Context: an optimization exercise on an open-source flow, tuned for small area, a short achievable clock period and few clock cycles per item. The choices shown serve that exercise and are no tape-out recipe. The RTL was checked by simulation tests, not by an equivalence proof against the original design. No activity file was given, so power comes from the tool's default toggle rates.

File: run.sh
#!/bin/bash
# synth_recipe.tcl (not shown) runs the flow's synth.tcl, then flattens the netlist and writes it again
# the make line also repeats each setting of config.mk as NAME=value (left out here)
make -C /OpenROAD-flow-scripts/flow DESIGN_CONFIG=/design/flow/config.mk WORK_HOME=/design/flow/orfs CLKGATE_MAP_FILE= SYNTH_SCRIPT=/design/flow/synth_recipe.tcl finish
File: config.mk
export PLATFORM = sky130hd
export DESIGN_NAME = fc_layer_engine
export DESIGN_NICKNAME = fc_layer_engine
export VERILOG_FILES = /design/flow/design.v
export SDC_FILE = /design/flow/constraint.sdc
export NUM_CORES = 4
export LEC_CHECK = 0
export CAP_MARGIN = 20
export CORE_MARGIN = 2
export CORE_UTILIZATION = 55
export SETUP_SLACK_MARGIN = 5.0
export SLEW_MARGIN = 20
File: constraint.sdc
create_clock -name core_clock -period 8.5 [get_ports {clk}]
set_input_delay 1.7000 -clock core_clock [delete_from_list [all_inputs] [get_ports {clk}]]
set_output_delay 1.7000 -clock core_clock [all_outputs]
set_load 0.01 [all_outputs]
File: design.v
package fc_pkg;
    localparam int SAT_W = 64;
    function automatic int idx_w(input int n);
        if (n > 1) begin
            idx_w = $clog2(n);
        end else begin
            idx_w = 1;
        end
    endfunction
endpackage
module fc_mac_lane (
    input  logic                   clk,
    input  logic                   first,
    input  logic [4:0]             one,
    input  logic [4:0]             two,
    input  logic [4:0]             neg,
    input  logic [4:0]             nsg,
    input  logic [4:0]             nz,
    input  logic [8:0]             weight,
    input  logic [10:0]            bias,
    output logic [19:0]            res
);
    localparam logic [9:0] KC_HI = 10'd683;
    localparam logic [9:0] KC_HM = 10'd682;
    logic [18:0] r_a, r_b;
    logic [5:0] r_u;
    logic r_c;
    logic [18:0] x, bg;
    logic [24:0] k;
    logic [9:0] w1, w2;
    logic [53:0] fs, fc;
    logic [4:0] hs, hc;
    assign w1 = {weight[8], weight};
    assign w2 = {weight, 1'b0};
    assign k = {bias[10] ? KC_HM : KC_HI, {4{bias[10]}}, bias};
    assign x  = first ? k[18:0] : r_a;
    assign bg = first ? 19'd0 : r_b;
    logic [9:0] m0, pp0;
    assign m0 = ({10{one[0]}} & w1) | ({10{two[0]}} & w2);
    assign pp0 = {~((nz[0] & weight[8]) ^ nsg[0]), m0[8:0] ^ {9{neg[0]}}};
    logic [9:0] m1, pp1;
    assign m1 = ({10{one[1]}} & w1) | ({10{two[1]}} & w2);
    assign pp1 = {~((nz[1] & weight[8]) ^ nsg[1]), m1[8:0] ^ {9{neg[1]}}};
    logic [9:0] m2, pp2;
    assign m2 = ({10{one[2]}} & w1) | ({10{two[2]}} & w2);
    assign pp2 = {~((nz[2] & weight[8]) ^ nsg[2]), m2[8:0] ^ {9{neg[2]}}};
    logic [9:0] m3, pp3;
    assign m3 = ({10{one[3]}} & w1) | ({10{two[3]}} & w2);
    assign pp3 = {~((nz[3] & weight[8]) ^ nsg[3]), m3[8:0] ^ {9{neg[3]}}};
    logic [9:0] m4, pp4;
    assign m4 = ({10{one[4]}} & w1) | ({10{two[4]}} & w2);
    assign pp4 = {~((nz[4] & weight[8]) ^ nsg[4]), m4[8:0] ^ {9{neg[4]}}};
    assign fs[0] = neg[0] ^ x[0] ^ bg[0];
    assign fc[0] = (neg[0] & x[0]) | (bg[0] & (neg[0] ^ x[0]));
    assign fs[1] = x[1] ^ bg[1] ^ pp0[1];
    assign fc[1] = (x[1] & bg[1]) | (pp0[1] & (x[1] ^ bg[1]));
    assign fs[2] = neg[1] ^ x[2] ^ bg[2];
    assign fc[2] = (neg[1] & x[2]) | (bg[2] & (neg[1] ^ x[2]));
    assign fs[3] = pp0[2] ^ pp1[0] ^ fs[2];
    assign fc[3] = (pp0[2] & pp1[0]) | (fs[2] & (pp0[2] ^ pp1[0]));
    assign fs[4] = x[3] ^ bg[3] ^ pp0[3];
    assign fc[4] = (x[3] & bg[3]) | (pp0[3] & (x[3] ^ bg[3]));
    assign fs[5] = pp1[1] ^ fc[2] ^ fs[4];
    assign fc[5] = (pp1[1] & fc[2]) | (fs[4] & (pp1[1] ^ fc[2]));
    assign fs[6] = neg[2] ^ x[4] ^ bg[4];
    assign fc[6] = (neg[2] & x[4]) | (bg[4] & (neg[2] ^ x[4]));
    assign fs[7] = pp0[4] ^ pp1[2] ^ pp2[0];
    assign fc[7] = (pp0[4] & pp1[2]) | (pp2[0] & (pp0[4] ^ pp1[2]));
    assign fs[8] = fs[6] ^ fc[4] ^ fs[7];
    assign fc[8] = (fs[6] & fc[4]) | (fs[7] & (fs[6] ^ fc[4]));
    assign fs[9] = x[5] ^ bg[5] ^ pp0[5];
    assign fc[9] = (x[5] & bg[5]) | (pp0[5] & (x[5] ^ bg[5]));
    assign fs[10] = pp1[3] ^ pp2[1] ^ fc[6];
    assign fc[10] = (pp1[3] & pp2[1]) | (fc[6] & (pp1[3] ^ pp2[1]));
    assign fs[11] = fc[7] ^ fs[9] ^ fs[10];
    assign fc[11] = (fc[7] & fs[9]) | (fs[10] & (fc[7] ^ fs[9]));
    assign fs[12] = neg[3] ^ x[6] ^ bg[6];
    assign fc[12] = (neg[3] & x[6]) | (bg[6] & (neg[3] ^ x[6]));
    assign fs[13] = pp0[6] ^ pp1[4] ^ pp2[2];
    assign fc[13] = (pp0[6] & pp1[4]) | (pp2[2] & (pp0[6] ^ pp1[4]));
    assign fs[14] = pp3[0] ^ fs[12] ^ fc[9];
    assign fc[14] = (pp3[0] & fs[12]) | (fc[9] & (pp3[0] ^ fs[12]));
    assign fs[15] = fs[13] ^ fc[10] ^ fs[14];
    assign fc[15] = (fs[13] & fc[10]) | (fs[14] & (fs[13] ^ fc[10]));
    assign fs[16] = x[7] ^ bg[7] ^ pp0[7];
    assign fc[16] = (x[7] & bg[7]) | (pp0[7] & (x[7] ^ bg[7]));
    assign fs[17] = pp1[5] ^ pp2[3] ^ pp3[1];
    assign fc[17] = (pp1[5] & pp2[3]) | (pp3[1] & (pp1[5] ^ pp2[3]));
    assign fs[18] = fc[12] ^ fc[13] ^ fs[16];
    assign fc[18] = (fc[12] & fc[13]) | (fs[16] & (fc[12] ^ fc[13]));
    assign fs[19] = fs[17] ^ fc[14] ^ fs[18];
    assign fc[19] = (fs[17] & fc[14]) | (fs[18] & (fs[17] ^ fc[14]));
    assign fs[20] = neg[4] ^ x[8] ^ bg[8];
    assign fc[20] = (neg[4] & x[8]) | (bg[8] & (neg[4] ^ x[8]));
    assign fs[21] = pp0[8] ^ pp1[6] ^ pp2[4];
    assign fc[21] = (pp0[8] & pp1[6]) | (pp2[4] & (pp0[8] ^ pp1[6]));
    assign fs[22] = pp3[2] ^ pp4[0] ^ fs[20];
    assign fc[22] = (pp3[2] & pp4[0]) | (fs[20] & (pp3[2] ^ pp4[0]));
    assign fs[23] = fc[16] ^ fc[17] ^ fs[21];
    assign fc[23] = (fc[16] & fc[17]) | (fs[21] & (fc[16] ^ fc[17]));
    assign fs[24] = fc[18] ^ fs[22] ^ fs[23];
    assign fc[24] = (fc[18] & fs[22]) | (fs[23] & (fc[18] ^ fs[22]));
    assign fs[25] = x[9] ^ bg[9] ^ pp0[9];
    assign fc[25] = (x[9] & bg[9]) | (pp0[9] & (x[9] ^ bg[9]));
    assign fs[26] = pp1[7] ^ pp2[5] ^ pp3[3];
    assign fc[26] = (pp1[7] & pp2[5]) | (pp3[3] & (pp1[7] ^ pp2[5]));
    assign fs[27] = pp4[1] ^ fc[20] ^ fc[21];
    assign fc[27] = (pp4[1] & fc[20]) | (fc[21] & (pp4[1] ^ fc[20]));
    assign fs[28] = fs[25] ^ fs[26] ^ fc[22];
    assign fc[28] = (fs[25] & fs[26]) | (fc[22] & (fs[25] ^ fs[26]));
    assign fs[29] = fc[23] ^ fs[27] ^ fs[28];
    assign fc[29] = (fc[23] & fs[27]) | (fs[28] & (fc[23] ^ fs[27]));
    assign fs[30] = x[10] ^ bg[10] ^ pp1[8];
    assign fc[30] = (x[10] & bg[10]) | (pp1[8] & (x[10] ^ bg[10]));
    assign fs[31] = pp2[6] ^ pp3[4] ^ pp4[2];
    assign fc[31] = (pp2[6] & pp3[4]) | (pp4[2] & (pp2[6] ^ pp3[4]));
    assign fs[32] = fc[25] ^ fc[26] ^ fs[30];
    assign fc[32] = (fc[25] & fc[26]) | (fs[30] & (fc[25] ^ fc[26]));
    assign fs[33] = fs[31] ^ fc[27] ^ fs[32];
    assign fc[33] = (fs[31] & fc[27]) | (fs[32] & (fs[31] ^ fc[27]));
    assign fs[34] = x[11] ^ bg[11] ^ pp1[9];
    assign fc[34] = (x[11] & bg[11]) | (pp1[9] & (x[11] ^ bg[11]));
    assign fs[35] = pp2[7] ^ pp3[5] ^ pp4[3];
    assign fc[35] = (pp2[7] & pp3[5]) | (pp4[3] & (pp2[7] ^ pp3[5]));
    assign fs[36] = fc[30] ^ fc[31] ^ fs[34];
    assign fc[36] = (fc[30] & fc[31]) | (fs[34] & (fc[30] ^ fc[31]));
    assign fs[37] = fs[35] ^ fc[32] ^ fs[36];
    assign fc[37] = (fs[35] & fc[32]) | (fs[36] & (fs[35] ^ fc[32]));
    assign fs[38] = x[12] ^ bg[12] ^ pp2[8];
    assign fc[38] = (x[12] & bg[12]) | (pp2[8] & (x[12] ^ bg[12]));
    assign fs[39] = pp3[6] ^ pp4[4] ^ fc[34];
    assign fc[39] = (pp3[6] & pp4[4]) | (fc[34] & (pp3[6] ^ pp4[4]));
    assign fs[40] = fc[35] ^ fs[38] ^ fc[36];
    assign fc[40] = (fc[35] & fs[38]) | (fc[36] & (fc[35] ^ fs[38]));
    assign fs[41] = fs[39] ^ fc[37] ^ fs[40];
    assign fc[41] = (fs[39] & fc[37]) | (fs[40] & (fs[39] ^ fc[37]));
    assign fs[42] = x[13] ^ bg[13] ^ pp2[9];
    assign fc[42] = (x[13] & bg[13]) | (pp2[9] & (x[13] ^ bg[13]));
    assign fs[43] = pp3[7] ^ pp4[5] ^ fc[38];
    assign fc[43] = (pp3[7] & pp4[5]) | (fc[38] & (pp3[7] ^ pp4[5]));
    assign fs[44] = fs[42] ^ fc[39] ^ fs[43];
    assign fc[44] = (fs[42] & fc[39]) | (fs[43] & (fs[42] ^ fc[39]));
    assign fs[45] = x[14] ^ bg[14] ^ pp3[8];
    assign fc[45] = (x[14] & bg[14]) | (pp3[8] & (x[14] ^ bg[14]));
    assign fs[46] = pp4[6] ^ fc[42] ^ fs[45];
    assign fc[46] = (pp4[6] & fc[42]) | (fs[45] & (pp4[6] ^ fc[42]));
    assign fs[47] = fc[43] ^ fs[46] ^ fc[44];
    assign fc[47] = (fc[43] & fs[46]) | (fc[44] & (fc[43] ^ fs[46]));
    assign fs[48] = x[15] ^ bg[15] ^ pp3[9];
    assign fc[48] = (x[15] & bg[15]) | (pp3[9] & (x[15] ^ bg[15]));
    assign fs[49] = pp4[7] ^ fc[45] ^ fs[48];
    assign fc[49] = (pp4[7] & fc[45]) | (fs[48] & (pp4[7] ^ fc[45]));
    assign fs[50] = x[16] ^ bg[16] ^ pp4[8];
    assign fc[50] = (x[16] & bg[16]) | (pp4[8] & (x[16] ^ bg[16]));
    assign fs[51] = fc[48] ^ fs[50] ^ fc[49];
    assign fc[51] = (fc[48] & fs[50]) | (fc[49] & (fc[48] ^ fs[50]));
    assign fs[52] = x[17] ^ bg[17] ^ pp4[9];
    assign fc[52] = (x[17] & bg[17]) | (pp4[9] & (x[17] ^ bg[17]));
    assign fs[53] = x[18] ^ bg[18] ^ fc[52];
    assign fc[53] = (x[18] & bg[18]) | (fc[52] & (x[18] ^ bg[18]));
    assign hs[0] = fc[28] ^ fs[33];
    assign hc[0] = fc[28] & fs[33];
    assign hs[1] = fc[33] ^ fs[37];
    assign hc[1] = fc[33] & fs[37];
    assign hs[2] = fc[40] ^ fs[44];
    assign hc[2] = fc[40] & fs[44];
    assign hs[3] = fc[46] ^ fs[49];
    assign hc[3] = fc[46] & fs[49];
    assign hs[4] = fc[50] ^ fs[52];
    assign hc[4] = fc[50] & fs[52];
    always_ff @(posedge clk) begin
        r_a <= {hc[4], hs[4], hc[3], hs[3], hc[2], hs[2], hc[1], hc[0], hs[0], fc[24], fc[19], fc[15], fc[11], fc[8], fc[5], fc[3], fc[1], fc[0], pp0[0]};
        r_b <= {fs[53], fc[51], fs[51], fc[47], fs[47], fc[41], fs[41], hs[1], fc[29], fs[29], fs[24], fs[19], fs[15], fs[11], fs[8], fs[5], fs[3], fs[1], fs[0]};
        r_c <= fc[53];
        r_u <= first ? k[24:19] : r_u + 6'(r_c);
    end
    logic [24:0] acc_a, acc_b;
    assign acc_a = {r_u, r_a};
    assign acc_b = {5'd0, r_c, r_b};
    logic [24:0] cg, cp;
    assign cg = acc_a & acc_b;
    assign cp = acc_a ^ acc_b;
    logic lo_g0, lo_p0;
    assign lo_g0 = cg[1] | (cp[1] & cg[0]);
    assign lo_p0 = cp[1] & cp[0];
    logic lo_g1, lo_p1;
    assign lo_g1 = cg[3] | (cp[3] & cg[2]);
    assign lo_p1 = cp[3] & cp[2];
    logic lo_g2, lo_p2;
    assign lo_g2 = cg[5] | (cp[5] & cg[4]);
    assign lo_p2 = cp[5] & cp[4];
    logic lo_g3, lo_p3;
    assign lo_g3 = cg[7] | (cp[7] & cg[6]);
    assign lo_p3 = cp[7] & cp[6];
    logic lo_g4, lo_p4;
    assign lo_g4 = cg[9] | (cp[9] & cg[8]);
    assign lo_p4 = cp[9] & cp[8];
    logic lo_g5, lo_p5;
    assign lo_g5 = cg[11] | (cp[11] & cg[10]);
    assign lo_p5 = cp[11] & cp[10];
    logic lo_g6, lo_p6;
    assign lo_g6 = cg[13] | (cp[13] & cg[12]);
    assign lo_p6 = cp[13] & cp[12];
    logic lo_g7, lo_p7;
    assign lo_g7 = lo_g1 | (lo_p1 & lo_g0);
    assign lo_p7 = lo_p1 & lo_p0;
    logic lo_g8, lo_p8;
    assign lo_g8 = lo_g3 | (lo_p3 & lo_g2);
    assign lo_p8 = lo_p3 & lo_p2;
    logic lo_g9, lo_p9;
    assign lo_g9 = lo_g5 | (lo_p5 & lo_g4);
    assign lo_p9 = lo_p5 & lo_p4;
    logic lo_g10, lo_p10;
    assign lo_g10 = lo_g8 | (lo_p8 & lo_g7);
    assign lo_p10 = lo_p8 & lo_p7;
    logic lo_g11, lo_p11;
    assign lo_g11 = lo_g9 | (lo_p9 & lo_g10);
    assign lo_p11 = lo_p9 & lo_p10;
    logic lo_g12, lo_p12;
    assign lo_g12 = lo_g2 | (lo_p2 & lo_g7);
    assign lo_p12 = lo_p2 & lo_p7;
    logic lo_g13, lo_p13;
    assign lo_g13 = lo_g4 | (lo_p4 & lo_g10);
    assign lo_p13 = lo_p4 & lo_p10;
    logic lo_g14, lo_p14;
    assign lo_g14 = lo_g6 | (lo_p6 & lo_g11);
    assign lo_p14 = lo_p6 & lo_p11;
    logic lo_g15, lo_p15;
    assign lo_g15 = cg[2] | (cp[2] & lo_g0);
    assign lo_p15 = cp[2] & lo_p0;
    logic lo_g16, lo_p16;
    assign lo_g16 = cg[4] | (cp[4] & lo_g7);
    assign lo_p16 = cp[4] & lo_p7;
    logic lo_g17, lo_p17;
    assign lo_g17 = cg[6] | (cp[6] & lo_g12);
    assign lo_p17 = cp[6] & lo_p12;
    logic lo_g18, lo_p18;
    assign lo_g18 = cg[8] | (cp[8] & lo_g10);
    assign lo_p18 = cp[8] & lo_p10;
    logic lo_g19, lo_p19;
    assign lo_g19 = cg[10] | (cp[10] & lo_g13);
    assign lo_p19 = cp[10] & lo_p13;
    logic lo_g20, lo_p20;
    assign lo_g20 = cg[12] | (cp[12] & lo_g11);
    assign lo_p20 = cp[12] & lo_p11;
    logic lo_g21, lo_p21;
    assign lo_g21 = cg[14] | (cp[14] & lo_g14);
    assign lo_p21 = cp[14] & lo_p14;
    logic hi_g0, hi_p0;
    assign hi_g0 = cg[16] | (cp[16] & cg[15]);
    assign hi_p0 = cp[16] & cp[15];
    logic hi_g1, hi_p1;
    assign hi_g1 = cg[18] | (cp[18] & cg[17]);
    assign hi_p1 = cp[18] & cp[17];
    logic hi_g2, hi_p2;
    assign hi_g2 = cg[20] | (cp[20] & cg[19]);
    assign hi_p2 = cp[20] & cp[19];
    logic hi_g3, hi_p3;
    assign hi_g3 = cg[22] | (cp[22] & cg[21]);
    assign hi_p3 = cp[22] & cp[21];
    logic hi_g4, hi_p4;
    assign hi_g4 = cg[24] | (cp[24] & cg[23]);
    assign hi_p4 = cp[24] & cp[23];
    logic hi_g5, hi_p5;
    assign hi_g5 = hi_g1 | (hi_p1 & hi_g0);
    assign hi_p5 = hi_p1 & hi_p0;
    logic hi_g6, hi_p6;
    assign hi_g6 = hi_g3 | (hi_p3 & hi_g2);
    assign hi_p6 = hi_p3 & hi_p2;
    logic hi_g7, hi_p7;
    assign hi_g7 = hi_g6 | (hi_p6 & hi_g5);
    assign hi_p7 = hi_p6 & hi_p5;
    logic hi_g8, hi_p8;
    assign hi_g8 = hi_g2 | (hi_p2 & hi_g5);
    assign hi_p8 = hi_p2 & hi_p5;
    logic hi_g9, hi_p9;
    assign hi_g9 = hi_g4 | (hi_p4 & hi_g7);
    assign hi_p9 = hi_p4 & hi_p7;
    logic hi_g10, hi_p10;
    assign hi_g10 = cg[17] | (cp[17] & hi_g0);
    assign hi_p10 = cp[17] & hi_p0;
    logic hi_g11, hi_p11;
    assign hi_g11 = cg[19] | (cp[19] & hi_g5);
    assign hi_p11 = cp[19] & hi_p5;
    logic hi_g12, hi_p12;
    assign hi_g12 = cg[21] | (cp[21] & hi_g8);
    assign hi_p12 = cp[21] & hi_p8;
    logic hi_g13, hi_p13;
    assign hi_g13 = cg[23] | (cp[23] & hi_g7);
    assign hi_p13 = cp[23] & hi_p7;
    logic [14:0] lo_s;
    logic c15;
    logic [9:0] hi0, hi1;
    assign lo_s[0] = cp[0];
    assign lo_s[1] = cp[1] ^ cg[0];
    assign lo_s[2] = cp[2] ^ lo_g0;
    assign lo_s[3] = cp[3] ^ lo_g15;
    assign lo_s[4] = cp[4] ^ lo_g7;
    assign lo_s[5] = cp[5] ^ lo_g16;
    assign lo_s[6] = cp[6] ^ lo_g12;
    assign lo_s[7] = cp[7] ^ lo_g17;
    assign lo_s[8] = cp[8] ^ lo_g10;
    assign lo_s[9] = cp[9] ^ lo_g18;
    assign lo_s[10] = cp[10] ^ lo_g13;
    assign lo_s[11] = cp[11] ^ lo_g19;
    assign lo_s[12] = cp[12] ^ lo_g11;
    assign lo_s[13] = cp[13] ^ lo_g20;
    assign lo_s[14] = cp[14] ^ lo_g14;
    assign c15 = lo_g21;
    assign hi0[0] = cp[15];
    assign hi1[0] = ~cp[15];
    assign hi0[1] = cp[16] ^ cg[15];
    assign hi1[1] = cp[16] ^ (cg[15] | cp[15]);
    assign hi0[2] = cp[17] ^ hi_g0;
    assign hi1[2] = cp[17] ^ (hi_g0 | hi_p0);
    assign hi0[3] = cp[18] ^ hi_g10;
    assign hi1[3] = cp[18] ^ (hi_g10 | hi_p10);
    assign hi0[4] = cp[19] ^ hi_g5;
    assign hi1[4] = cp[19] ^ (hi_g5 | hi_p5);
    assign hi0[5] = cp[20] ^ hi_g11;
    assign hi1[5] = cp[20] ^ (hi_g11 | hi_p11);
    assign hi0[6] = cp[21] ^ hi_g8;
    assign hi1[6] = cp[21] ^ (hi_g8 | hi_p8);
    assign hi0[7] = cp[22] ^ hi_g12;
    assign hi1[7] = cp[22] ^ (hi_g12 | hi_p12);
    assign hi0[8] = cp[23] ^ hi_g7;
    assign hi1[8] = cp[23] ^ (hi_g7 | hi_p7);
    assign hi0[9] = cp[24] ^ hi_g13;
    assign hi1[9] = cp[24] ^ (hi_g13 | hi_p13);
    logic ovf0, ovf1;
    assign ovf0 = !((&hi0) || !(|hi0));
    assign ovf1 = !((&hi1) || !(|hi1));
    assign res = {hi1[9], hi0[9], ovf1, ovf0, c15, lo_s};
endmodule
module fc_layer_engine #(
    parameter int N_IN  = 64,
    parameter int N_OUT = 16,
    parameter int DW    = 10,
    parameter int WW    = 9,
    parameter int BW    = 11,
    parameter int ACCW  = 25,
    parameter int OW    = 16,
    parameter int SHIFT = 0
) (
    input  logic                       clk,
    input  logic                       rst_n,
    input  logic                       in_valid,
    input  logic [DW-1:0]              in_data,
    output logic                       in_ready,
    output logic [fc_pkg::idx_w(N_IN)-1:0] w_addr,
    input  logic [N_OUT*WW-1:0]        weight,
    input  logic [N_OUT*BW-1:0]        bias,
    output logic                       out_valid,
    input  logic                       out_ready,
    output logic [OW-1:0]              out_data,
    output logic [fc_pkg::idx_w(N_OUT)-1:0] out_idx,
    output logic                       layer_done
);
    localparam int IN_W  = fc_pkg::idx_w(N_IN);
    localparam int OUT_W = fc_pkg::idx_w(N_OUT);
    localparam int ND    = (DW + 1) / 2;       
    localparam int RW    = OW + 4;             
    logic                   r_in_ready;
    logic                   r_in_stall;  
    logic [IN_W-1:0]        r_in_cnt;
    logic                   r_cnt_zero;  
    logic                   r_cnt_last;  
    logic                   r_pend;      
    logic                   r_last;      
    logic                   r_fin;       
    logic                   r_ob_full;   
    logic [OUT_W-1:0]       r_rd_idx;    
    logic                   r_rd_last;   
    logic [N_OUT-1:0]       r_rd_oh;     
    logic                   r_out_valid;
    logic                   r_out_vint;  
    logic [OUT_W-1:0]       r_out_idx;
    logic                   r_out_last;  
    logic [OW-1:0]          r_out_data;
    logic                   r_done;
    logic [RW-1:0]          r_obuf [N_OUT];
    logic [RW-1:0]          w_raw  [N_OUT];
    localparam int NG = 4;
    logic [ND-1:0]          g_one [NG];
    logic [ND-1:0]          g_two [NG];
    logic [ND-1:0]          g_neg [NG];
    logic [ND-1:0]          g_nsg [NG];
    logic [ND-1:0]          g_nz  [NG];
    logic                   g_first [NG];
    logic [N_OUT*WW-1:0]    r_w;
    logic [N_OUT*BW-1:0]    r_bias;      
    logic                   w_in_fire;
    logic                   w_out_fire;
    logic                   w_capture;
    logic                   w_move;
    logic [IN_W-1:0]        w_in_cnt_n;
    logic                   w_pend_n;
    logic                   w_ob_full_n;
    logic                   w_in_ready_n;
    logic [ND-1:0]          w_one, w_two, w_neg;
    logic [DW:0]            w_xe;
    logic [RW-1:0]          w_rd;
    logic                   w_sgn, w_ovf;
    assign in_ready   = r_in_ready;
    assign w_addr     = r_in_cnt;
    assign out_valid  = r_out_valid;
    assign out_idx    = r_out_idx;
    assign out_data   = r_out_data;
    assign layer_done = r_done;
    assign w_in_fire  = in_valid && !r_in_stall;
    assign w_out_fire = r_out_vint && out_ready;
    assign w_capture  = r_fin && !r_ob_full;
    assign w_move     = r_ob_full && (!r_out_vint || out_ready);
    assign w_in_cnt_n  = w_in_fire ? r_in_cnt + IN_W'(1) : r_in_cnt;
    assign w_pend_n    = (w_in_fire && r_cnt_last) || (r_pend && !w_capture);
    assign w_ob_full_n = w_capture || (r_ob_full && !(w_move && r_rd_last));
    assign w_in_ready_n = !(w_in_fire ? r_cnt_last : r_cnt_zero) || !w_pend_n || !w_ob_full_n;
    assign w_xe = {in_data, 1'b0};
    genvar d;
    generate
        for (d = 0; d < ND; d++) begin : g_booth
            logic b2, b1, b0;
            assign b0 = w_xe[2*d];
            assign b1 = w_xe[2*d+1];
            assign b2 = (2*d+2 <= DW) ? w_xe[2*d+2] : w_xe[DW];
            assign w_one[d] = b1 ^ b0;
            assign w_two[d] = (b2 & ~b1 & ~b0) | (~b2 & b1 & b0);
            assign w_neg[d] = b2 & ~(b1 & b0);
        end
    endgenerate
    always_ff @(posedge clk or negedge rst_n) begin
        if (!rst_n) begin
            r_in_ready  <= 1'b0;
            r_in_stall  <= 1'b1;
            r_in_cnt    <= '0;
            r_cnt_zero  <= 1'b1;
            r_cnt_last  <= 1'b0;
            r_pend      <= 1'b0;
            r_last      <= 1'b0;
            r_fin       <= 1'b0;
            r_ob_full   <= 1'b0;
            r_rd_idx    <= '0;
            r_rd_last   <= 1'b0;
            r_out_valid <= 1'b0;
            r_out_vint  <= 1'b0;
            r_out_idx   <= '0;
            r_out_last  <= 1'b0;
            r_done      <= 1'b0;
        end else begin
            r_in_cnt    <= w_in_cnt_n;
            r_cnt_zero  <= (w_in_cnt_n == '0);
            r_cnt_last  <= (w_in_cnt_n == IN_W'(N_IN - 1));
            r_pend      <= w_pend_n;
            r_in_ready  <= w_in_ready_n;
            r_in_stall  <= !w_in_ready_n;
            r_last      <= w_in_fire && r_cnt_last;
            r_fin       <= r_last || (r_fin && !w_capture);
            r_ob_full   <= w_ob_full_n;
            if (w_capture) begin
                r_rd_idx  <= '0;
                r_rd_last <= 1'b0;
            end else if (w_move) begin
                r_rd_idx  <= r_rd_idx + OUT_W'(1);
                r_rd_last <= (r_rd_idx == OUT_W'(N_OUT - 2));
            end
            if (w_move) begin
                r_out_valid <= 1'b1;
                r_out_vint  <= 1'b1;
                r_out_idx   <= r_rd_idx;
                r_out_last  <= r_rd_last;
            end else if (w_out_fire) begin
                r_out_valid <= 1'b0;
                r_out_vint  <= 1'b0;
            end
            r_done      <= w_out_fire && r_out_last;
        end
    end
    always_ff @(posedge clk) begin
        r_w <= weight;
        r_bias <= bias;
    end
    genvar g;
    generate
        for (g = 0; g < NG; g++) begin : g_stage1
            logic [ND-1:0] one_q, two_q, neg_q, nsg_q, nz_q;
            logic          first_q;
            logic [ND-1:0] one_d, two_d, neg_d, nsg_d, nz_d;
            logic          first_d;
            localparam bit INV = (g % 2) == 1;
            logic fire;
            assign fire    = (g < 2) ? (in_valid && r_in_ready) : (in_valid && !r_in_stall);
            assign one_d   = fire ? w_one : '0;
            assign two_d   = fire ? w_two : '0;
            assign neg_d   = fire ? w_neg : '0;
            assign nsg_d   = fire ? w_neg : '1;
            assign nz_d    = fire ? (w_one | w_two) : '0;
            assign first_d = fire && r_cnt_zero;
            always_ff @(posedge clk) begin
                one_q   <= INV ? ~one_d : one_d;
                two_q   <= INV ? ~two_d : two_d;
                neg_q   <= INV ? ~neg_d : neg_d;
                nsg_q   <= INV ? ~nsg_d : nsg_d;
                nz_q    <= INV ? ~nz_d  : nz_d;
                first_q <= INV ? ~first_d : first_d;
            end
            assign g_one[g]   = INV ? ~one_q : one_q;
            assign g_two[g]   = INV ? ~two_q : two_q;
            assign g_neg[g]   = INV ? ~neg_q : neg_q;
            assign g_nsg[g]   = INV ? ~nsg_q : nsg_q;
            assign g_nz[g]    = INV ? ~nz_q  : nz_q;
            assign g_first[g] = INV ? ~first_q : first_q;
        end
    endgenerate
    genvar k;
    generate
        for (k = 0; k < N_OUT; k++) begin : g_lane
            localparam int G = k / (N_OUT / NG);
            fc_mac_lane u_lane (
                .clk    (clk),
                .first  (g_first[G]),
                .one    (g_one[G]),
                .two    (g_two[G]),
                .neg    (g_neg[G]),
                .nsg    (g_nsg[G]),
                .nz     (g_nz[G]),
                .weight (r_w[k*WW +: WW]),
                .bias   (r_bias[k*BW +: BW]),
                .res    (w_raw[k])
            );
        end
    endgenerate
    always_ff @(posedge clk) begin
        if (w_capture) begin
            for (int i = 0; i < N_OUT; i++) begin
                r_obuf[i] <= w_raw[i];
            end
        end
    end
    always_ff @(posedge clk) begin
        if (w_capture) begin
            r_rd_oh <= N_OUT'(1);
        end else if (w_move) begin
            r_rd_oh <= {r_rd_oh[N_OUT-2:0], r_rd_oh[N_OUT-1]};
        end
    end
    always_comb begin
        w_rd = '0;
        for (int i = 0; i < N_OUT; i++) begin
            w_rd = w_rd | (r_rd_oh[i] ? r_obuf[i] : '0);
        end
    end
    assign w_sgn = w_rd[OW-1] ? w_rd[OW+3] : w_rd[OW+2];
    assign w_ovf = w_rd[OW-1] ? w_rd[OW+1] : w_rd[OW];
    always_ff @(posedge clk) begin
        if (w_move) begin
            r_out_data <= {w_sgn, w_ovf ? {(OW-1){!w_sgn}} : w_rd[OW-2:0]};
        end
    end
endmodule
==> results.sh, run 1 <==
export IMPL_status="finished clean"
export IMPL_grt_max_degree=188
export IMPL_syn2layout_area_growth_pct=12.81
export IMPL_clkTransAtPathRegs_ns=0.06
export IMPL_rows=152
export IMPL_arrival_ns=4.00
export IMPL_cts_hold_fix_buffers=0
export IMPL_ys_seq_elements=1522
export IMPL_cts_tree="yes"
export IMPL_yosysTopAreaCell="dfxtp_1"
export IMPL_routed_via_density=5.783
export IMPL_io_pins=363
export IMPL_synth_edf_count=336
export IMPL_hold_path_class="register to register"
export IMPL_ff_latch_area_um2=34020
export IMPL_detail_route_first_pass_iterations=6
export IMPL_p_int_mw=25.26
export IMPL_drt_iter0_markers=6079
export IMPL_setup_viol=0
export IMPL_antenna_found_initial=35
export IMPL_drive_gt1_frac=0.06753
export IMPL_synth_seq_area_share=0.3561
export IMPL_post_route_drc_count=0
export IMPL_seqPwrFrac=0.272
export IMPL_min_period_ns=3.451
export IMPL_coreArea_um2=171900
export IMPL_drt_wl_total_um=302300
export IMPL_numCtsBuffers=171
export IMPL_fin_nets=10790
export IMPL_power_total_mw=45.27
export IMPL_multiInputGateArea_um2=55500
export IMPL_drv_slew=0
export IMPL_synth_warnings=17
export IMPL_synth_area_per_cell_um2=10.84
export IMPL_slew_headroom=0.1455
export IMPL_finalSetupTns_ns=0
export IMPL_post_route_period_util=0.4060
export IMPL_clock_latency_ns=0.84
export IMPL_clock_sinks=1522
export IMPL_clockBufferDepth=3
export IMPL_start_kind="register"
export IMPL_hpwl_um=224500
export IMPL_fmax_mhz=289.8
export IMPL_tightest_slew_ns=1.282
export IMPL_slowest_delay_ns=0.47
export IMPL_power_switching_mw=20.02
export IMPL_num_fill_cells=14120
export IMPL_initial_core_util=0.5549
export IMPL_async_reset_ff_frac=0.01708
export IMPL_die_h_um=420.5
export IMPL_grt_usage=0.3424
export IMPL_hold_viol=0
export IMPL_ant_nets=0
export IMPL_rsz0062_at_grt="yes"
export IMPL_synth_top_area_frac=0.2434
export IMPL_synth_area_um2=95390
export IMPL_layout_common_cells="dfxtp_1 (1139), inv_1 (1104), fa_1 (1030)"
export IMPL_holdWs_ns=0.4384
export IMPL_final_common_cell="dfxtp_1"
export IMPL_cts_root_buffer="clkbuf_16"
export IMPL_vias=66160
export IMPL_end_kind="register"
export IMPL_path_cells="ha_1 > inv_1 > fa_1 > nor2b_1 > o21ai_0 > and2_1 > fa_1 > a21oi_1 > nand3_1 > o31ai_1 > o21ai_0 > a2111oi_1 > a21oi_2"
export IMPL_wl_per_cell_um=26.42
export IMPL_yosysUniqueCellTypes=77
export IMPL_io_buffer_count=362
export IMPL_max_cap_violations=0
export IMPL_fp_dieArea_um2=176800
export IMPL_die_width_um=420.5
export IMPL_power_switching_share=0.4421
export IMPL_synth_top_flop_cell="dfxtp_1"
export IMPL_leakagePower_nw=45.80
export IMPL_synth_area_leaders="dfxtp_1 (24%), fa_1 (22%), edfxtp_1 (11%)"
export IMPL_cp_required_ns=9.05
export IMPL_grt_overflow_total=0
export IMPL_synth_nets=10620
export IMPL_clockPowerShare=0.173
export IMPL_crit_type="register to register"
export IMPL_clock_skew_ns=0.03256
export IMPL_crit_fanout=6
export IMPL_cp_slowest_cell="fa_1"
export IMPL_grt_pass1_wl_um=443600
export IMPL_synthCells=8803
export IMPL_peakVddDrop_uv=238.0
export IMPL_comb_power_share=0.555
export IMPL_place_gp_congestion=0.9662
export IMPL_h_tree_depth=4
export IMPL_grt_pass1_vias=66960
export IMPL_powerDensity_nw_per_um2=420.7
-- final timing paths --
| path | to | startpoint | slack (ns) | cells after the start |
|---|---|---|---|---|
| setup / recovery | r_obuf[3][17] | g_lane[3].u_lane.r_b[15] | 5.05 | 13 |
| hold / removal | r_fin | r_last | 0.44 | 1 |
| setup reg to reg | r_obuf[3][17] | g_lane[3].u_lane.r_b[15] | 5.05 | 13 |
| hold reg to reg | r_fin | r_last | 0.44 | 1 |
| max in group asynchronous | r_in_cnt[5] | rst_n | 7.03 | 1 |
| min in group asynchronous | r_out_idx[2] | rst_n | 0.93 | 1 |
-- logic make-up after synthesis --
group | Yosys count | synth area share
xor+xnor | 1143 | 0.1049
flops | 1522 | 0.3561
mux | 188 | 0.02083
buf+inv | 1656 | 0.06536
fa+ha+maj | 1479 | 0.2758
simple gates | 1464 | 0.07887
compound gates | 1351 | 0.09811
-- Yosys cell counts, types with 7 or more instances --
library cell and count:
clkinv_1 72, a21o_1 130, a41oi_1 9, a31o_2 7, xnor2_1 809, or2_2 20, nor4b_1 8, nor2_1 201
edfxtp_1 336, a41o_1 13, o22ai_1 327, fa_1 1040, nor3_1 41, a22oi_1 404, a221oi_1 39, buf_1 84
nand3b_1 23, ha_1 439, dfxtp_1 1160, o31a_1 15, nand4b_1 14, o31ai_1 19, nand4_1 66, nand2_1 424
mux2_2 84, nand3_1 127, nor2b_1 100, nor4_1 46, inv_1 1106, mux2i_1 104, clkbuf_1 387, a31oi_1 52
o21ai_0 118, o211ai_1 8, a22o_1 39, a2111oi_0 20, o21bai_1 11, a21oi_1 104, and2_1 139, nand2b_1 189
and3_1 34, xor2_1 334, dfrtp_1 24
-- critical path: cells and delay by family (launching register included) --
kind | cells | cell delay [ns]
fa+ha+maj | 3 | 1.12
compound gates | 6 | 1.09
simple gates | 3 | 0.49
flops | 1 | 0.40
buf+inv | 1 | 0.07
-- per-layer routing --
metal / up-vias / global-route usage / wire, um
met1: 33330 / 0.4638 / 124200
met2: 2813 / 0.5347 / 138000
li1: 29410 / - / -
met4: 16 / 0.1572 / 15770
met5: - / 0 / 80
met3: 596 / 0.06359 / 24320
-- registers in the layout, indices dropped and copies added (netlist names), 6 cells and up --
signal / flops
g_lane.u_lane.r_a: 304
g_lane.u_lane.r_b: 304
g_lane.u_lane.r_c: 16
g_lane.u_lane.r_u: 96
g_stage1.neg_q: 20
g_stage1.nsg_q: 20
g_stage1.nz_q: 20
g_stage1.one_q: 20
g_stage1.two_q: 20
r_bias: 176
r_in_cnt: 6
r_obuf: 320
r_out_data: 16
r_rd_oh: 16
r_w: 144
-- power by group through the flow --
stage / Sequential, mW / Combinational, mW / Clock, mW
2_1_floorplan: 11.6 / 16.6 / 0
3_3_place_gp: 12.4 / 23.6 / 0
3_5_place_dp: 12.4 / 24.5 / 0
4_1_cts: 12.3 / 24.9 / 7.96
5_1_grt: 12.5 / 28.4 / 8.26
6_report: 12.3 / 25.1 / 7.84
-- through the flow --
step | area [um^2] | cells | utilization | worst slack [ns]
2_1_floorplan | 95400 | 8803 | - | 2.779
3_3_place_gp | 100900 | 11090 | 0.5867 | 4.328
3_5_place_dp | 100900 | 11090 | 0.5867 | 4.248
4_1_cts | 107100 | 11420 | 0.6231 | 4.982
5_1_grt | 107600 | 11430 | 0.6258 | 4.783
6_report | 107600 | 11440 | 0.6259 | 5.049
-- timing repair --
action	CTS	global route
setup buffers	6	10
cloned	2	2
pin swaps	4	13
endpoints found under the setup margin	286	102
gates resized for setup	71	81
-- cell type report --
| cell class | count | share of cell area |
|---|---|---|
| Tap cell | 2310 | 0.02686 |
| Multi-Input combinational cell | 5625 | 0.5158 |
| Clock buffer | 236 | 0.04671 |
| Sequential cell | 1522 | 0.3161 |
| Antenna cell | 8 | 0.0001860 |
| Timing Repair Buffer | 473 | 0.04391 |
| Clock inverter | 84 | 0.008779 |
| Inverter | 1182 | 0.04167 |
Testbench counts, summed over its fixed seeds: cycles 12,440, items 192.
==> inputs of run 2 (changes only) <==
--- a/design.v
+++ b/design.v
@@ -328,7 +328,28 @@
     assign hi0[9] = cp[24] ^ hi_g13;
     assign hi1[9] = cp[24] ^ (hi_g13 | hi_p13);
-    logic ovf0, ovf1;
-    assign ovf0 = !((&hi0) || !(|hi0));
-    assign ovf1 = !((&hi1) || !(|hi1));
+    logic [8:0] eq_z, eq_o;
+    assign eq_z[0] = (acc_a[15] | acc_b[15]) == cp[16];
+    assign eq_o[0] = (acc_a[15] & acc_b[15]) != cp[16];
+    assign eq_z[1] = (acc_a[16] | acc_b[16]) == cp[17];
+    assign eq_o[1] = (acc_a[16] & acc_b[16]) != cp[17];
+    assign eq_z[2] = (acc_a[17] | acc_b[17]) == cp[18];
+    assign eq_o[2] = (acc_a[17] & acc_b[17]) != cp[18];
+    assign eq_z[3] = (acc_a[18] | acc_b[18]) == cp[19];
+    assign eq_o[3] = (acc_a[18] & acc_b[18]) != cp[19];
+    assign eq_z[4] = (acc_a[19] | acc_b[19]) == cp[20];
+    assign eq_o[4] = (acc_a[19] & acc_b[19]) != cp[20];
+    assign eq_z[5] = (acc_a[20] | acc_b[20]) == cp[21];
+    assign eq_o[5] = (acc_a[20] & acc_b[20]) != cp[21];
+    assign eq_z[6] = (acc_a[21] | acc_b[21]) == cp[22];
+    assign eq_o[6] = (acc_a[21] & acc_b[21]) != cp[22];
+    assign eq_z[7] = (acc_a[22] | acc_b[22]) == cp[23];
+    assign eq_o[7] = (acc_a[22] & acc_b[22]) != cp[23];
+    assign eq_z[8] = (acc_a[23] | acc_b[23]) == cp[24];
+    assign eq_o[8] = (acc_a[23] & acc_b[23]) != cp[24];
+    logic all_z, all_o, ovf0, ovf1;
+    assign all_z = &eq_z;
+    assign all_o = &eq_o;
+    assign ovf0 = !((all_z && !cp[15]) || (all_o && cp[15]));
+    assign ovf1 = !((all_z && cp[15]) || (all_o && !cp[15]));
     assign res = {hi1[9], hi0[9], ovf1, ovf0, c15, lo_s};
 endmodule
==> results.sh, run 2 <==
export IMPL_status="finished clean"
export IMPL_clock_latency_ns=0.82
export IMPL_drive_gt1_frac=0.06014
export IMPL_grt_overflow_total=0
export IMPL_synth_area_um2=93400
export IMPL_drt_iter0_markers=5446
export IMPL_powerDensity_nw_per_um2=411.1
export IMPL_cts_tree="yes"
export IMPL_top_regs="r_obuf (320), g_lane.u_lane.r_a (304), g_lane.u_lane.r_b (304)"
export IMPL_clkTransAtPathRegs_ns=0.06
export IMPL_synthCells=8402
export IMPL_synth_nets=10280
export IMPL_rr_worst_depth=9
export IMPL_coreArea_um2=169100
export IMPL_yosysTopAreaCell="dfxtp_1"
export IMPL_post_route_period_util=0.4091
export IMPL_hold_viol=0
export IMPL_die_h_um=416.1
export IMPL_yosys_area_share_simple=0.06541
export IMPL_fmax_mhz=287.6
export IMPL_crit_end="out_data[11]"
export IMPL_clockBufferDepth=3
export IMPL_ant_nets=0
export IMPL_clock_sinks=1522
export IMPL_cp_required_ns=6.80
export IMPL_critical_path_buf_inv_count=1
export IMPL_synth_common_cells="dfxtp_1 (1160), inv_1 (1075), fa_1 (1024)"
export IMPL_io_buffer_count=362
export IMPL_hpwl_um=214900
export IMPL_clock_skew_ns=0.02516
export IMPL_grt_pass1_wl_um=430400
export IMPL_rows=151
export IMPL_fp_dieArea_um2=173100
export IMPL_post_route_drc_count=0
export IMPL_crit_family="flip-flops"
export IMPL_layout_common_cells="dfxtp_1 (1138), inv_1 (1074), fa_1 (1023)"
export IMPL_regMostFlops="r_obuf"
export IMPL_path_cells="dlygate4sd2_1"
export IMPL_vias=62680
export IMPL_synth_top_area_frac=0.2486
export IMPL_end_kind="output pin"
export IMPL_routed_via_density=5.722
export IMPL_synth_warnings=17
export IMPL_synth_top_flop_cell="dfxtp_1"
export IMPL_drt_wl_total_um=290000
export IMPL_largest_reg_flops=320
export IMPL_synth_seq_area_share=0.3636
export IMPL_slowest_delay_ns=0.58
export IMPL_r2r_end="r_obuf[8][9]"
export IMPL_start_kind="register"
export IMPL_arrival_ns=1.78
export IMPL_io_pins=363
export IMPL_numCtsBuffers=170
export IMPL_crit_start="r_out_data[11]"
export IMPL_yosysMostFrequentCell="dfxtp_1"
export IMPL_yosysUniqueCellTypes=51
export IMPL_r2r_slack_ns=5.03
export IMPL_syn2layout_area_growth_pct=12.50
export IMPL_rsz0062_at_grt="yes"
export IMPL_synth_xor_area_frac=0.1042
export IMPL_cts_root_buffer="clkbuf_16"
export IMPL_setup_viol=0
export IMPL_wl_per_cell_um=26.48
export IMPL_ys_seq_elements=1522
export IMPL_synth_top_family_by_area="adder cells"
export IMPL_power_total_mw=43.20
export IMPL_min_period_ns=3.477
export IMPL_slew_headroom=0.2529
export IMPL_fin_nets=10460
export IMPL_die_width_um=416.1
export IMPL_synth_fa_ha_area_frac=0.2890
export IMPL_crit_fanout=2
export IMPL_drv_slew=0
export IMPL_grt_pass1_vias=64960
export IMPL_initial_core_util=0.5524
export IMPL_cp_slowest_cell="edfxtp_1"
export IMPL_synth_compound_area_frac=0.08758
export IMPL_tightest_slew_ns=1.117
export IMPL_peakVddDrop_uv=242.4
export IMPL_max_cap_violations=0
export IMPL_cp_depth=1
export IMPL_leakagePower_nw=44.74
export IMPL_grt_max_degree=177
export IMPL_final_common_cell="dfxtp_1"
export IMPL_h_tree_depth=4
export IMPL_hold_path_class="register to register"
export IMPL_antenna_found_initial=33
export IMPL_synthMuxAreaShare=0.02522
export IMPL_crit_type="register to output pin"
export IMPL_synth_area_leaders="dfxtp_1 (25%), fa_1 (22%), edfxtp_1 (11%)"
export IMPL_place_gp_congestion=1.057
export IMPL_grt_usage=0.3375
export IMPL_finalSetupTns_ns=0
export IMPL_synth_area_per_cell_um2=11.12
export IMPL_r2r_start="g_lane[8].u_lane.r_b[0]"
export IMPL_synth_edf_count=336
export IMPL_detail_route_first_pass_iterations=6
export IMPL_async_reset_ff_frac=0.01708
## run 2: worst min path at each step
stage            from    end  slack (ns)  cells after the start
2_1_floorplan  r_last  r_fin        0.40                      1
3_3_place_gp   r_last  r_fin        0.41                      1
3_5_place_dp   r_last  r_fin        0.44                      1
4_1_cts        r_last  r_fin        0.45                      1
5_1_grt        r_last  r_fin        0.46                      1
6_report       r_last  r_fin        0.44                      1
## run 2: kinds of logic after synthesis
logic type,after synthesis
AOI/OAI and AO/OA,1191
and+or+nand+nor,1217
DFF,1522
adders and majority gates,1543
xor gates and xnor gates,1111
buffers and inverters,1594
muxes,224
## run 2: report_power, final
| part | switching [mW] | total (mW) | internal, mW | leakage (nW) |
|---|---|---|---|---|
| Clock | 3.19 | 7.85 | 4.67 | 2.94 |
| Sequential | 1.90 | 12.3 | 10.4 | 13.0 |
| Combinational | 13.6 | 23.1 | 9.43 | 28.8 |
## run 2: layout make-up
type / instances / area [um^2]
repair buffers: 455 / 4536
inverters: 1151 / 4362
well taps: 2218 / 2775
clock buffers: 243 / 5167
fillers: 13790 / 64020
clock inverters: 72 / 798.3
flip-flops and latches: 1522 / 34020
multi-input cells: 5286 / 53400
diodes: 7 / 17.52
## run 2: metal layers
| metal | wire length (um) | track usage |
|---|---|---|
| met2 | 129800 | 0.5187 |
| met5 | 126 | 0 |
| met3 | 21400 | 0.05979 |
| met1 | 124500 | 0.4728 |
| met4 | 14170 | 0.1418 |
## run 2: timing repair
item | in CTS | in global routing
setup buffers | 5 | 1
hold buffers | 0 | 0
setup endpoints to repair | 273 | 43
cloned | 2 | 0
gates resized for setup | 58 | 26
## run 2: through the flow
step           worst slack, ns  cell area, um^2  instances  utilization  hold WS [ns]
2_1_floorplan            2.634            93420       8402            -        0.4044
3_3_place_gp             4.267            98780      10620       0.5842        0.4128
3_5_place_dp             4.182            98780      10620       0.5842        0.4351
4_1_cts                  5.001           105000      10950       0.6208        0.4493
5_1_grt                  4.996           105100      10950       0.6213        0.4559
6_report                 5.023           105100      10950       0.6214        0.4434
Testbench counts of run 2, summed over its fixed seeds: cycles 12,440, items 192.
==> inputs of run 3 (changes only) <==
==> flow/run.sh (new file) <==
#!/bin/bash
set -euo pipefail
MARGIN=$(cat flow/margin.txt)
bash standard.sh finish SETUP_SLACK_MARGIN="$MARGIN" > standard_flow.log 2>&1
test -f out/final.def
==> flow/margin.txt (new file) <==
5.4
==> standard.sh (new file) <==
#!/bin/bash
# synth_recipe.tcl (not shown) runs the flow's synth.tcl, then flattens the netlist and writes it again
# the make line also repeats each setting of config.mk as NAME=value (left out here)
make -C /OpenROAD-flow-scripts/flow DESIGN_CONFIG=/design/flow/config.mk WORK_HOME=/design/flow/orfs CLKGATE_MAP_FILE= SYNTH_SCRIPT=/design/flow/synth_recipe.tcl "${@:-finish}"
removed: run.sh
==> results.sh, run 3 <==
export IMPL_grt_pass1_wl_um=436800
export IMPL_drt_iter0_markers=5950
export IMPL_post_route_period_util=0.3870
export IMPL_synth_area_per_cell_um2=11.12
export IMPL_synth_common_cells="dfxtp_1 (1160), inv_1 (1075), fa_1 (1024)"
export IMPL_r2r_slack_ns=5.43
export IMPL_arrival_ns=1.59
export IMPL_finalSetupTns_ns=0
export IMPL_slowest_delay_ns=0.54
export IMPL_syn2layout_area_growth_pct=15.02
export IMPL_yosysMostFrequentCell="dfxtp_1"
export IMPL_detail_route_first_pass_iterations=9
export IMPL_clkTransAtPathRegs_ns=0.06
export IMPL_yosys_area_share_simple=0.06541
export IMPL_leakagePower_nw=45.65
export IMPL_setup_viol=0
export IMPL_h_tree_depth=4
export IMPL_die_h_um=416.1
export IMPL_drv_slew=0
export IMPL_coreArea_um2=169100
export IMPL_min_delay_start="r_last"
export IMPL_ys_seq_elements=1522
export IMPL_crit_fanout=1
export IMPL_initial_core_util=0.5524
export IMPL_rsz0062_at_grt="yes"
export IMPL_wl_per_cell_um=27.19
export IMPL_synth_nets=10280
export IMPL_post_route_drc_count=0
export IMPL_final_common_cell="dfxtp_1"
export IMPL_synth_seq_area_share=0.3636
export IMPL_rr_worst_depth=12
export IMPL_synth_fa_ha_area_frac=0.2890
export IMPL_synth_compound_area_frac=0.08758
export IMPL_grt_max_degree=186
export IMPL_num_fill_cells=13720
export IMPL_r2r_end="r_obuf[5][13]"
export IMPL_slew_headroom=0.2074
export IMPL_synth_edf_count=336
export IMPL_place_gp_congestion=1.019
export IMPL_routed_via_density=5.783
export IMPL_synthMuxAreaShare=0.02522
export IMPL_hpwl_um=215000
export IMPL_grt_overflow_total=0
export IMPL_end_kind="output pin"
export IMPL_largest_reg_flops=320
export IMPL_synth_top_family_by_area="adder cells"
export IMPL_layout_common_cells="dfxtp_1 (1086), inv_1 (1069), fa_1 (1001)"
export IMPL_synth_area_um2=93400
export IMPL_ant_nets=0
export IMPL_clock_skew_ns=0.03064
export IMPL_critical_path_buf_inv_count=1
export IMPL_start_kind="register"
export IMPL_synth_area_leaders="dfxtp_1 (25%), fa_1 (22%), edfxtp_1 (11%)"
export IMPL_cp_slowest_cell="edfxtp_1"
export IMPL_cts_tree="yes"
export IMPL_hold_viol=0
export IMPL_die_width_um=416.1
export IMPL_crit_type="register to output pin"
export IMPL_fp_dieArea_um2=173100
export IMPL_io_pins=363
export IMPL_clockBufferDepth=3
export IMPL_powerDensity_nw_per_um2=408.2
export IMPL_post_route_util=0.6353
export IMPL_hold_depth=1
export IMPL_tightest_slew_ns=1.189
export IMPL_cts_root_buffer="clkbuf_16"
export IMPL_drt_wl_total_um=300300
export IMPL_synth_xor_area_frac=0.1042
export IMPL_max_cap_violations=0
export IMPL_synth_top_flop_cell="dfxtp_1"
export IMPL_min_period_ns=3.290
export IMPL_grt_pass1_vias=65370
export IMPL_synthCells=8402
export IMPL_numCtsBuffers=172
export IMPL_cp_required_ns=6.80
export IMPL_top_regs="r_obuf (320), g_lane.u_lane.r_a (304), g_lane.u_lane.r_b (304)"
export IMPL_yosysTopAreaCell="dfxtp_1"
export IMPL_synth_warnings=17
export IMPL_r2r_start="g_lane[5].u_lane.r_b[0]"
export IMPL_grt_usage=0.3437
export IMPL_path_cells="buf_2"
export IMPL_drive_gt1_frac=0.09525
export IMPL_peakVddDrop_uv=222.6
export IMPL_hold_path_class="register to register"
export IMPL_regMostFlops="r_obuf"
export IMPL_synth_top_area_frac=0.2486
export IMPL_yosysUniqueCellTypes=51
export IMPL_crit_family="flip-flops"
export IMPL_fin_nets=10550
export IMPL_rows=151
export IMPL_hold_path_endpoint="r_fin"
export IMPL_status="finished clean"
export IMPL_async_reset_ff_frac=0.01708
export IMPL_vias=63870
export IMPL_io_buffer_count=362
export IMPL_clock_latency_ns=0.83
export IMPL_fmax_mhz=304.0
export IMPL_antenna_found_initial=29
export IMPL_clock_sinks=1522
==> run 3: cell counts after synthesis <==
No cell type changed its count.
==> run 3: metrics by stage <==
stage / setup slack, ns / hold WS [ns] / area (um^2) / power, mW / cells
6_report: 5.210 / 0.4454 / 107400 / 43.85 / 11050
5_1_grt: 5.213 / 0.4536 / 107400 / 47.75 / 11040
4_1_cts: 5.161 / 0.4453 / 105900 / 43.58 / 10980
3_5_place_dp: 3.596 / 0.4315 / 98820 / 35.27 / 10630
3_3_place_gp: 3.572 / 0.4095 / 98790 / 34.41 / 10630
2_1_floorplan: 2.634 / 0.4044 / 93470 / 26.60 / 8402
==> run 3: worst max-delay path by stage <==
stage	start	slack, ns	end	depth (start not counted)
6_report	r_out_data[11]	5.21	out_data[11]	1
5_1_grt	r_out_data[11]	5.21	out_data[11]	1
4_1_cts	r_out_data[11]	5.16	out_data[11]	1
3_5_place_dp	out_ready	3.60	r_in_ready	7
3_3_place_gp	out_ready	3.57	r_in_ready	7
2_1_floorplan	r_ob_full	2.63	r_obuf[0][0]	3
==> run 3: layout make-up <==
cell class	count	area [um^2]	share of cell area
inverter	1151	4536	0.04222
antenna	8	20.02	0.0001863
timing repair buffer	541	6165	0.05738
tap	2218	2775	0.02583
sequential	1522	34120	0.3176
multi-input combinational	5286	53960	0.5023
clock inverter	93	922.1	0.008584
clock buffer	226	4922	0.04582
==> run 3: cell families (layout without fill, tap and decap cells) <==
logic type      after synthesis  in the layout
fa+ha+maj                  1543           1543
compound gates             1191           1191
simple gates               1217           1217
mux                         224            224
other cells                   0              8
buf+inv                    1594           2011
xor+xnor                   1111           1111
flops                      1522           1522
==> run 3: timing repair <==
item                                    4_1_cts  5_1_grt
pin swaps                                     7       47
endpoints found under the setup margin      424      343
hold buffers                                  0        0
hold endpoints to repair                      0        0
gates resized for setup                     292      258
buffers inserted                             23       42
gates cloned                                 14       12
==> run 3: where the power goes <==
| part | internal (mW) | switching [mW] |
|---|---|---|
| Combinational | 9.82 | 14.0 |
| Clock | 4.44 | 3.25 |
| Sequential | 10.4 | 1.91 |
==> run 3: per-layer routing <==
layer	routed length, um	track usage	up-vias
met5	94	0	-
met4	13780	0.1418	14
met3	24950	0.06484	554
met2	137200	0.5378	2847
met1	124300	0.4712	32410
li1	-	-	28050
==> inputs of run 4 (changes only) <==
--- a/design.v
+++ b/design.v
@@ -419,4 +419,6 @@
     logic                   w_ob_full_n;
     logic                   w_in_ready_n;
+    logic                   w_out_vint_n;
+    logic [N_OUT-1:0]       w_sel;
     logic [ND-1:0]          w_one, w_two, w_neg;
     logic [DW:0]            w_xe;
@@ -431,10 +433,12 @@
     assign w_in_fire  = in_valid && !r_in_stall;
     assign w_out_fire = r_out_vint && out_ready;
-    assign w_capture  = r_fin && !r_ob_full;
+    assign w_capture  = r_fin && !r_ob_full && (!r_out_vint || out_ready);
     assign w_move     = r_ob_full && (!r_out_vint || out_ready);
     assign w_in_cnt_n  = w_in_fire ? r_in_cnt + IN_W'(1) : r_in_cnt;
     assign w_pend_n    = (w_in_fire && r_cnt_last) || (r_pend && !w_capture);
     assign w_ob_full_n = w_capture || (r_ob_full && !(w_move && r_rd_last));
-    assign w_in_ready_n = !(w_in_fire ? r_cnt_last : r_cnt_zero) || !w_pend_n || !w_ob_full_n;
+    assign w_out_vint_n = w_move || (r_out_vint && !w_out_fire);
+    assign w_in_ready_n = !(w_in_fire ? r_cnt_last : r_cnt_zero) || !w_pend_n
+                          || (!w_ob_full_n && !w_out_vint_n);
     assign w_xe = {in_data, 1'b0};
     genvar d;
@@ -565,8 +569,9 @@
         end
     end
+    assign w_sel = w_move ? r_rd_oh : {r_rd_oh[0], r_rd_oh[N_OUT-1:1]};
     always_comb begin
         w_rd = '0;
         for (int i = 0; i < N_OUT; i++) begin
-            w_rd = w_rd | (r_rd_oh[i] ? r_obuf[i] : '0);
+            w_rd = w_rd | (w_sel[i] ? r_obuf[i] : '0);
         end
     end
@@ -574,7 +579,5 @@
     assign w_ovf = w_rd[OW-1] ? w_rd[OW+1] : w_rd[OW];
     always_ff @(posedge clk) begin
-        if (w_move) begin
-            r_out_data <= {w_sgn, w_ovf ? {(OW-1){!w_sgn}} : w_rd[OW-2:0]};
-        end
+        r_out_data <= {w_sgn, w_ovf ? {(OW-1){!w_sgn}} : w_rd[OW-2:0]};
     end
 endmodule
==> flow/run.sh (replaced) <==
#!/bin/bash
set -euo pipefail
MARGIN=$(cat flow/margin.txt)
bash standard.sh finish SETUP_SLACK_MARGIN="$MARGIN" \
    BUFFER_PORTS_ARGS="-buffer_cell sky130_fd_sc_hd__buf_1" > layout.log 2>&1
test -f out/final.def
==> flow/margin.txt (replaced) <==
5.5
==> results.sh, run 4 <==
export IMPL_slowest_delay_ns=0.33
export IMPL_multiInputGateArea_um2=55210
export IMPL_arrival_ns=3.94
export IMPL_drt_met1_wl_um=132700
export IMPL_dpl_cell_area_um2=96270
export IMPL_finalWorstSetupSlack_ns=5.267
export IMPL_ff_latch_area_um2=34130
export IMPL_r2r_slack_ns=5.44
export IMPL_synth_seq_area_share=0.3629
export IMPL_wl_met2_um=147300
export IMPL_leakagePower_nw=46.90
export IMPL_synth_area_per_cell_um2=11.12
export IMPL_min_period_ns=3.233
export IMPL_rows=151
export IMPL_numCtsBuffers=168
export IMPL_slew_headroom=0.3456
export IMPL_synth_top_flop_cell="dfxtp_1"
export IMPL_wl_per_cell_um=29.29
export IMPL_synth_area_leaders="dfxtp_1 (25%), fa_1 (22%), edfxtp_1 (10%)"
export IMPL_synthCells=8378
export IMPL_clkTransAtPathRegs_ns=0.06
export IMPL_fp_dieArea_um2=172700
export IMPL_io_pins=363
export IMPL_critical_path_buf_inv_count=4
export IMPL_grt_usage=0.3681
export IMPL_yosysTopAreaCell="dfxtp_1"
export IMPL_drv_slew=0
export IMPL_end_kind="register"
export IMPL_async_reset_ff_frac=0.01708
export IMPL_tightest_slew_ns=0.9779
export IMPL_grt_pass1_vias=66800
export IMPL_synth_nets=10260
export IMPL_post_route_drc_count=0
export IMPL_place_gp_congestion=0.9842
export IMPL_ys_seq_elements=1522
export IMPL_grt_max_degree=122
export IMPL_path_cells="buf_8 > nand2b_4 > nand2_8 > buf_8 > mux2_4 > buf_12 > a22o_1 > a221oi_2 > nand4_4 > buf_12 > mux2i_1 > a22oi_2"
export IMPL_routed_via_density=5.928
export IMPL_regMostFlops="r_obuf"
export IMPL_rsz0062_at_grt="yes"
export IMPL_holdWs_ns=0.4371
export IMPL_cp_slowest_cell="mux2_4"
export IMPL_layout_common_cells="inv_1 (1038), dfxtp_1 (1038), fa_1 (972)"
export IMPL_drt_wl_total_um=329000
export IMPL_synth_top_area_frac=0.2527
export IMPL_h_tree_depth=4
export IMPL_die_h_um=415.6
export IMPL_hold_path_class="register to register"
export IMPL_vias=66580
export IMPL_r2r_start="r_ob_full"
export IMPL_die_width_um=415.6
export IMPL_dp_slack_ns=3.335
export IMPL_drt_iter0_markers=6755
export IMPL_clock_skew_ns=0.02964
export IMPL_finalInstanceArea_um2=109400
export IMPL_clock_latency_ns=0.82
export IMPL_cp_depth=12
export IMPL_grt_overflow_total=0
export IMPL_cts_tree="yes"
export IMPL_hold_viol=0
export IMPL_synth_warnings=17
export IMPL_detail_route_first_pass_iterations=6
export IMPL_synth_edf_count=320
export IMPL_status="finished clean"
export IMPL_hpwl_um=223100
export IMPL_cts_root_buffer="clkbuf_16"
export IMPL_antenna_found_initial=31
export IMPL_clock_sinks=1522
export IMPL_num_fill_cells=13390
export IMPL_setup_viol=0
export IMPL_crit_fanout=8
export IMPL_max_cap_violations=0
export IMPL_ant_nets=0
export IMPL_io_buffer_count=362
export IMPL_finalSetupTns_ns=0
export IMPL_initial_core_util=0.5516
export IMPL_fmax_mhz=309.3
export IMPL_synth_common_cells="dfxtp_1 (1176), inv_1 (1079), fa_1 (1024)"
export IMPL_top_regs="r_obuf (320), g_lane.u_lane.r_a (304), g_lane.u_lane.r_b (304)"
export IMPL_wl_met3_um=30060
export IMPL_synth_area_um2=93160
export IMPL_powerDensity_nw_per_um2=401.1
export IMPL_crit_type="primary input to register"
export IMPL_yosysUniqueCellTypes=60
export IMPL_yosysMostFrequentCell="dfxtp_1"
export IMPL_cp_required_ns=9.20
export IMPL_peakVddDrop_uv=241.5
export IMPL_clockBufferDepth=3
export IMPL_post_route_period_util=0.3803
export IMPL_crit_family="buffers and inverters"
export IMPL_coreArea_um2=168900
export IMPL_crit_start="out_ready"
export IMPL_crit_end="r_out_data[0]"
export IMPL_drive_gt1_frac=0.1470
export IMPL_rr_worst_depth=7
export IMPL_r2r_end="r_out_data[0]"
export IMPL_routed_top_layer="met5"
export IMPL_start_kind="primary input"
export IMPL_syn2layout_area_growth_pct=17.40
export IMPL_grt_pass1_wl_um=462700
export IMPL_largest_reg_flops=320
export IMPL_fin_nets=10740
[run 4: cell types whose count changed in the layout (fill, tap and decap cells not counted), sizes merged, moves of 17 or more]
cell,previous run,this run
clkbuf,240,259
clkdlybuf4s50,332,0
o21ai,129,80
a21o,34,116
mux2,81,107
mux2i,143,126
nand3,74,36
nor2,206,223
nand4,78,102
nand2b,189,155
buf,185,679
[run 4: what timing repair did]
action	in CTS	in global routing
hold buffers	0	0
buffers inserted	115	125
cloned	40	38
resized for setup	527	438
pin swaps	82	188
endpoints found under the setup margin	784	422
[run 4: metrics by stage]
step                      utilization  total power, mW  std cells
after floorplan                     -            26.38       8378
after global placement         0.5700            33.29      10590
after detailed placement       0.5700            34.10      10590
after CTS                      0.6273            43.06      11060
after global routing           0.6474            47.63      11220
final                          0.6475            43.87      11230
[run 4: per-layer routing]
metal | GRT usage | vias to the layer above
met1 | 0.5070 | 33930
met5 | 0 | -
met2 | 0.5704 | 3396
met3 | 0.06695 | 787
li1 | - | 28450
met4 | 0.1627 | 16
[run 4: cell families (layout without fill, tap and decap cells)]
| logic type | count (synthesis) | count (layout) | synth area share |
|---|---|---|---|
| mux | 228 | 233 | 0.02599 |
| flops | 1522 | 1522 | 0.3629 |
| xor+xnor | 1112 | 1112 | 0.1045 |
| other cells | 0 | 11 | 0 |
| compound gates | 1189 | 1190 | 0.08782 |
| fa+ha+maj | 1543 | 1543 | 0.2897 |
| simple gates | 1193 | 1200 | 0.06453 |
| buf+inv | 1591 | 2203 | 0.06451 |
[run 4: worst min-delay path by stage]
stage,slack [ns],to,start,cells after the start
final,0.44,r_fin,r_last,1
after floorplan,0.40,r_fin,r_last,1
after CTS,0.44,r_fin,r_last,1
after detailed placement,0.42,r_fin,r_last,1
after global routing,0.46,r_fin,r_last,1
after global placement,0.41,r_fin,r_last,1
[run 4: power by group]
part	total [mW]	switching [mW]	leakage, nW	internal [mW]
Combinational	24.1	13.9	31.1	10.3
Sequential	12.1	1.79	13.0	10.3
Clock	7.63	3.19	2.80	4.45
[run 4: area by class of cell]
type                    count  area share
flip-flops and latches   1522      0.3120
multi-input cells        5278      0.5048
well taps                2218     0.02537
diodes                     11   0.0002517
repair buffers            737     0.06259
clock inverters            92    0.009163
clock buffers             219     0.04312
inverters                1155     0.04265
Testbench counts of run 4, summed over its fixed seeds: cycles 12,440, items 192.

re-timing with driven ports:
No port has a modelled driver above. Below, the same layouts with a new extraction and two added sets of constraints. Step 1: set_driving_cell puts a clkbuf_16 on clk and a buf_2 on each other input, an assumption about the parent block. Step 2, shift: input delay + t, output delay - t, t = (earliest + latest rising clock arrival at the registers) / 2. This alone moves slack from input paths to output paths. Three values: no drivers, after step 1, after step 2; two values: the first two.
run | shift t [ns] | setup WS [ns] | worst setup path after step 2 | clock arrival spread, ns | worst data-port slew with drivers (ns)
run 1 | 0.913 | 5.049 / 4.976 / 4.237 | input to register | 0.036 / 0.035 | 0.15
run 2 | 0.893 | 5.023 / 4.940 / 4.333 | input to register | 0.027 / 0.027 | 0.14
run 3 | 0.907 | 5.210 / 5.117 / 4.583 | input to register | 0.031 / 0.032 | 0.16
run 4 | 0.909 | 5.267 / 5.295 / 4.409 | input to register | 0.034 / 0.034 | 0.18
After both steps every run listed still meets setup and hold. For run 4, which loses most, drivers alone change the setup slack by +0.028 ns; drivers and shift together by -0.858 ns.
